What follows belongs to an exercise in optimizing a design on an open flow for small area; a production flow would make more cautious choices. Function was checked by simulation only, so behaviour that the tests miss may differ from the original. Power is estimated from default activity; no workload was simulated.

## old
==> flow/design.v <==
module repl_policy_array #(
    parameter int ASSOC      = 8,
    parameter int INDEX_SIZE = 7,
    parameter int POLICY     = 0
) (
    input  logic                     clk,
    input  logic                     rst_n,
    input  logic                     init_req,
    output logic                     ready,
    input  logic                     lkp_valid,
    input  logic [INDEX_SIZE-1:0]    lkp_index,
    input  logic [ASSOC-1:0]         lkp_valid_mask,
    output logic                     vic_valid,
    output logic [$clog2(ASSOC)-1:0] vic_way,
    input  logic                     upd_valid,
    input  logic [1:0]               upd_op,
    input  logic [INDEX_SIZE-1:0]    upd_index,
    input  logic [$clog2(ASSOC)-1:0] upd_way
);
    localparam int SETS = 128;
    localparam logic [15:0] INIT_CODE = 16'hfadf;
    function automatic logic [15:0] update(input logic [15:0] c, input logic demote,
                                           input logic [2:0] w);
        logic [2:0]  db [0:7];
        logic [7:0]  oh [0:7];
        logic [7:0]  noh [1:7];
        logic [8:0]  t;
        logic [7:0]  lt, gt, fa, fah;
        logic        found, eq;
        logic [2:0]  nd [1:7];
        logic [3:0]  pk;
        db[7] = c[15:13];
        db[6] = c[12:10];
        db[5] = c[9:7];
        if (c[4:3] == 2'b11) begin
            db[4] = 3'd4;
            db[2] = {1'b0, c[6:5]};
        end else begin
            db[4] = {1'b0, c[6:5]};
            db[2] = {1'b0, c[4:3]};
        end
        db[3] = {1'b0, c[2:1]};
        db[1] = {2'b0, c[0]};
        db[0] = 3'd0;
        for (int k = 0; k < 8; k++)
            for (int j = 0; j < 8; j++) oh[k][j] = (db[k] == 3'(j));
        for (int j = 0; j < 9; j++) t[j] = (j < 8) && (w > 3'(j));
        found = 1'b0;
        for (int k = 7; k >= 0; k = k - 1) begin
            lt[k] = 1'b0;
            eq    = 1'b0;
            for (int j = 0; j < 8; j++) begin
                if (oh[k][j] && t[j]) lt[k] = 1'b1;
                if (oh[k][j] && !t[j] && (j == 0 || t[j-1])) eq = 1'b1;
            end
            gt[k]  = !lt[k] && !eq;
            fa[k]  = found;
            found  = found | eq;
            fah[k] = found;
            if (lt[k]) for (int j = 0; j < 8; j++) t[j] = t[j+1];
        end
        for (int k = 1; k < 8; k++) begin
            noh[k] = oh[k];
            if (!demote) begin
                if (fah[k]) noh[k] = lt[k-1] ? oh[k-1] : {oh[k-1][6:0], 1'b0};
            end else begin
                if (k == 7) begin
                    for (int j = 0; j < 8; j++) noh[k][j] = (w == 3'(j));
                end else if (!fa[k]) begin
                    noh[k] = gt[k+1] ? {1'b0, oh[k+1][7:1]} : oh[k+1];
                end
            end
            nd[k][0] = noh[k][1] | noh[k][3] | noh[k][5] | noh[k][7];
            nd[k][1] = noh[k][2] | noh[k][3] | noh[k][6] | noh[k][7];
            nd[k][2] = noh[k][4] | noh[k][5] | noh[k][6] | noh[k][7];
        end
        pk = noh[4][4] ? {nd[2][1:0], 2'b11} : {nd[4][1:0], nd[2][1:0]};
        update = {nd[7], nd[6], nd[5], pk, nd[3][1:0], nd[1][0]};
    endfunction
    function automatic logic [2:0] first_invalid(input logic [7:0] mask);
        logic [2:0] v;
        v = '0;
        for (int i = 7; i >= 0; i = i - 1) begin
            if (!mask[i]) v = 3'(i);
        end
        first_invalid = v;
    endfunction
    function automatic logic [2:0] lru_after(input logic [15:0] c, input logic demote,
                                             input logic [2:0] w);
        logic [2:0] l, d6;
        l  = c[15:13];
        d6 = c[12:10];
        if (demote)      lru_after = w;
        else if (w == l) lru_after = (d6 >= l) ? d6 + 3'd1 : d6;
        else             lru_after = l;
    endfunction
    logic [7:0] cnt_q;
    logic       lkp_acc, upd_acc;
    assign ready   = cnt_q[7];
    assign lkp_acc = ready && lkp_valid;
    assign upd_acc = ready && upd_valid && (upd_op == 2'b01 || upd_op == 2'b10);
    always_ff @(posedge clk or negedge rst_n) begin
        if (!rst_n) begin
            cnt_q     <= '0;
            vic_valid <= 1'b0;
        end else begin
            if (init_req)       cnt_q <= '0;
            else if (!cnt_q[7]) cnt_q <= cnt_q + 1'b1;
            vic_valid <= lkp_acc;
        end
    end
    logic [15:0] st_q [SETS];
    logic        s1_v, s1_dem;
    logic [6:0]  s1_idx;
    logic [2:0]  s1_way;
    logic [15:0] s1_code, s1_next;
    logic [6:0]  l_idx_q;
    logic        l_inv_q;
    logic [2:0]  l_fi_q;
    logic [15:0] rd_code, code_in;
    logic [2:0]  lkp_lru, lkp_rd;
    logic [SETS-1:0] rsel_u, rsel_l;
    always_comb begin
        for (int i = 0; i < SETS; i++) begin
            rsel_u[i] = (upd_index == 7'(i));
            rsel_l[i] = (l_idx_q == 7'(i));
        end
    end
    for (genvar b = 0; b < 16; b++) begin : g_rdu
        logic [SETS-1:0] col;
        for (genvar i = 0; i < SETS; i++) begin : g_c
            assign col[i] = st_q[i][b];
        end
        rpa_rd128 u (.d(col), .s(rsel_u), .y(rd_code[b]));
    end
    for (genvar b = 0; b < 3; b++) begin : g_rdl
        logic [SETS-1:0] col;
        for (genvar i = 0; i < SETS; i++) begin : g_c
            assign col[i] = st_q[i][13 + b];
        end
        rpa_rd128 u (.d(col), .s(rsel_l), .y(lkp_rd[b]));
    end
    always_comb begin
        code_in = (s1_v && s1_idx == upd_index) ? s1_next : rd_code;
        s1_next = update(s1_code, s1_dem, s1_way);
        lkp_lru = (s1_v && s1_idx == l_idx_q) ? lru_after(s1_code, s1_dem, s1_way) : lkp_rd;
        vic_way = l_inv_q ? l_fi_q : lkp_lru;
    end
    always_ff @(posedge clk) begin
        s1_v    <= upd_acc;
        s1_dem  <= upd_op[1];
        s1_idx  <= upd_index;
        s1_way  <= upd_way;
        s1_code <= code_in;
        l_idx_q <= lkp_index;
        l_inv_q <= !(&lkp_valid_mask);
        l_fi_q  <= first_invalid(lkp_valid_mask);
    end
    always_ff @(posedge clk) begin
        if (!ready)
            st_q[cnt_q[6:0]] <= INIT_CODE;
        else if (s1_v)
            st_q[s1_idx] <= s1_next;
    end
endmodule
module rpa_aoi222 (input logic a1, a2, b1, b2, c1, c2, output logic y);
    assign y = ~((a1 & a2) | (b1 & b2) | (c1 & c2));
endmodule
module rpa_aoi22 (input logic a1, a2, b1, b2, output logic y);
    assign y = ~((a1 & a2) | (b1 & b2));
endmodule
module rpa_nand4 (input logic a, b, c, d, output logic y);
    assign y = ~(a & b & c & d);
endmodule
module rpa_nand3 (input logic a, b, c, output logic y);
    assign y = ~(a & b & c);
endmodule
module rpa_nor4 (input logic a, b, c, d, output logic y);
    assign y = ~(a | b | c | d);
endmodule
module rpa_nor3 (input logic a, b, c, output logic y);
    assign y = ~(a | b | c);
endmodule
module rpa_rd128 (input logic [127:0] d, input logic [127:0] s, output logic y);
    logic [42:0] a;    
    logic [10:0] n;    
    logic [2:0]  r;    
    for (genvar g = 0; g < 42; g++) begin : g_a
        rpa_aoi222 u (.a1(d[3*g]), .a2(s[3*g]), .b1(d[3*g+1]), .b2(s[3*g+1]),
                      .c1(d[3*g+2]), .c2(s[3*g+2]), .y(a[g]));
    end
    rpa_aoi22 u_a42 (.a1(d[126]), .a2(s[126]), .b1(d[127]), .b2(s[127]), .y(a[42]));
    for (genvar g = 0; g < 10; g++) begin : g_n
        rpa_nand4 u (.a(a[4*g]), .b(a[4*g+1]), .c(a[4*g+2]), .d(a[4*g+3]), .y(n[g]));
    end
    rpa_nand3 u_n10 (.a(a[40]), .b(a[41]), .c(a[42]), .y(n[10]));
    rpa_nor4 u_r0 (.a(n[0]), .b(n[1]), .c(n[2]), .d(n[3]), .y(r[0]));
    rpa_nor4 u_r1 (.a(n[4]), .b(n[5]), .c(n[6]), .d(n[7]), .y(r[1]));
    rpa_nor3 u_r2 (.a(n[8]), .b(n[9]), .c(n[10]), .y(r[2]));
    rpa_nand3 u_y (.a(r[0]), .b(r[1]), .c(r[2]), .y(y));
endmodule
export LEC_CHECK = 0
export CAP_MARGIN = 20
export CORE_MARGIN = 2
export CORE_UTILIZATION = 55
export CTS_CLUSTER_DIAMETER = 100
export CTS_CLUSTER_SIZE = 30
export PLACE_DENSITY = 0.7
export SLEW_MARGIN = 20
export SYNTH_HIERARCHICAL = 1
export SYNTH_MINIMUM_KEEP_SIZE = 0
create_clock -name core_clock -period 8.0 [get_ports {clk}]
run.sh (not shown) runs the stock make flow with config.mk's settings and CLKGATE_MAP_FILE= SYNTH_SCRIPT=/design/flow/synth_recipe.tcl, a recipe that flattens the netlist after the stock synthesis.
### old -> new
-- flow/design.v --
<<< old, line 24
        logic [2:0]  db [0:7];
        logic [7:0]  oh [0:7];
        logic [7:0]  noh [1:7];
        logic [8:0]  t;
        logic [7:0]  lt, gt, fa, fah;
>>> new, line 24
        logic [2:0]  db [0:7];
        logic [7:0]  oh [0:7];
        logic [8:0]  t;
        logic [7:0]  lt, gt, fa, fah;
<<< old, line 61
        end
        for (int k = 1; k < 8; k++) begin
            noh[k] = oh[k];
            if (!demote) begin
                if (fah[k]) noh[k] = lt[k-1] ? oh[k-1] : {oh[k-1][6:0], 1'b0};
            end else begin
                if (k == 7) begin
                    for (int j = 0; j < 8; j++) noh[k][j] = (w == 3'(j));
                end else if (!fa[k]) begin
                    noh[k] = gt[k+1] ? {1'b0, oh[k+1][7:1]} : oh[k+1];
                end
            end
            nd[k][0] = noh[k][1] | noh[k][3] | noh[k][5] | noh[k][7];
            nd[k][1] = noh[k][2] | noh[k][3] | noh[k][6] | noh[k][7];
            nd[k][2] = noh[k][4] | noh[k][5] | noh[k][6] | noh[k][7];
        end
        pk = noh[4][4] ? {nd[2][1:0], 2'b11} : {nd[4][1:0], nd[2][1:0]};
        update = {nd[7], nd[6], nd[5], pk, nd[3][1:0], nd[1][0]};
    endfunction
>>> new, line 60
        end
        for (int k = 1; k < 8; k++) begin
            nd[k] = db[k];
            if (!demote) begin
                if (fah[k]) nd[k] = db[k-1] + 3'(!lt[k-1]);
            end else begin
                if (k == 7) nd[k] = w;
                else if (!fa[k]) nd[k] = db[k+1] - 3'(gt[k+1]);
            end
        end
        pk = nd[4][2] ? {nd[2][1:0], 2'b11} : {nd[4][1:0], nd[2][1:0]};
        update = {nd[7], nd[6], nd[5], pk, nd[3][1:0], nd[1][0]};
    endfunction
Notes after the runs:
new vs old — setup slack dropped 0.21 ns. The met3 wire length reported for new is greater than that of old by 2600 um. Number of cells in the design after placement in new vs old: down 95. Compared old against new; total power after layout within noise. On die boundary width: new sits below old. Max adder and majority cell fraction of the synthesized area across old and new: new. Changes observed in new relative to old: data arrival time of the critical path went up 2.27 ns; global-route usage went up 0.49 points. Kind of critical path = flip-flop to flip-flop: new; kind of critical path = flip-flop to output pin: old.

[separate check: timing with driven ports]
How much do the figures lean on ideal ports? The routed layouts below were timed once more, with nothing changed but the port constraints. Step 1 assumes that a clkbuf_16 drives the clock port and a buf_2 every other input. Step 2 also shifts input and output timing later by t, the mid clock arrival at the registers, as if the neighbouring blocks saw the same clock. Slacks: no drivers / after step 1 / after step 2; pairs: no drivers / after step 1.
run	t (ns)	setup slack, ns	worst setup path after step 2	latest minus earliest clock arrival (ns)
old	0.829	0.730 / 0.644 / 0.933	register to register	0.071 / 0.071
new	0.821	0.515 / 0.515 / 0.515	register to register	0.062 / 0.062
After both steps setup and hold are still met in every run listed.
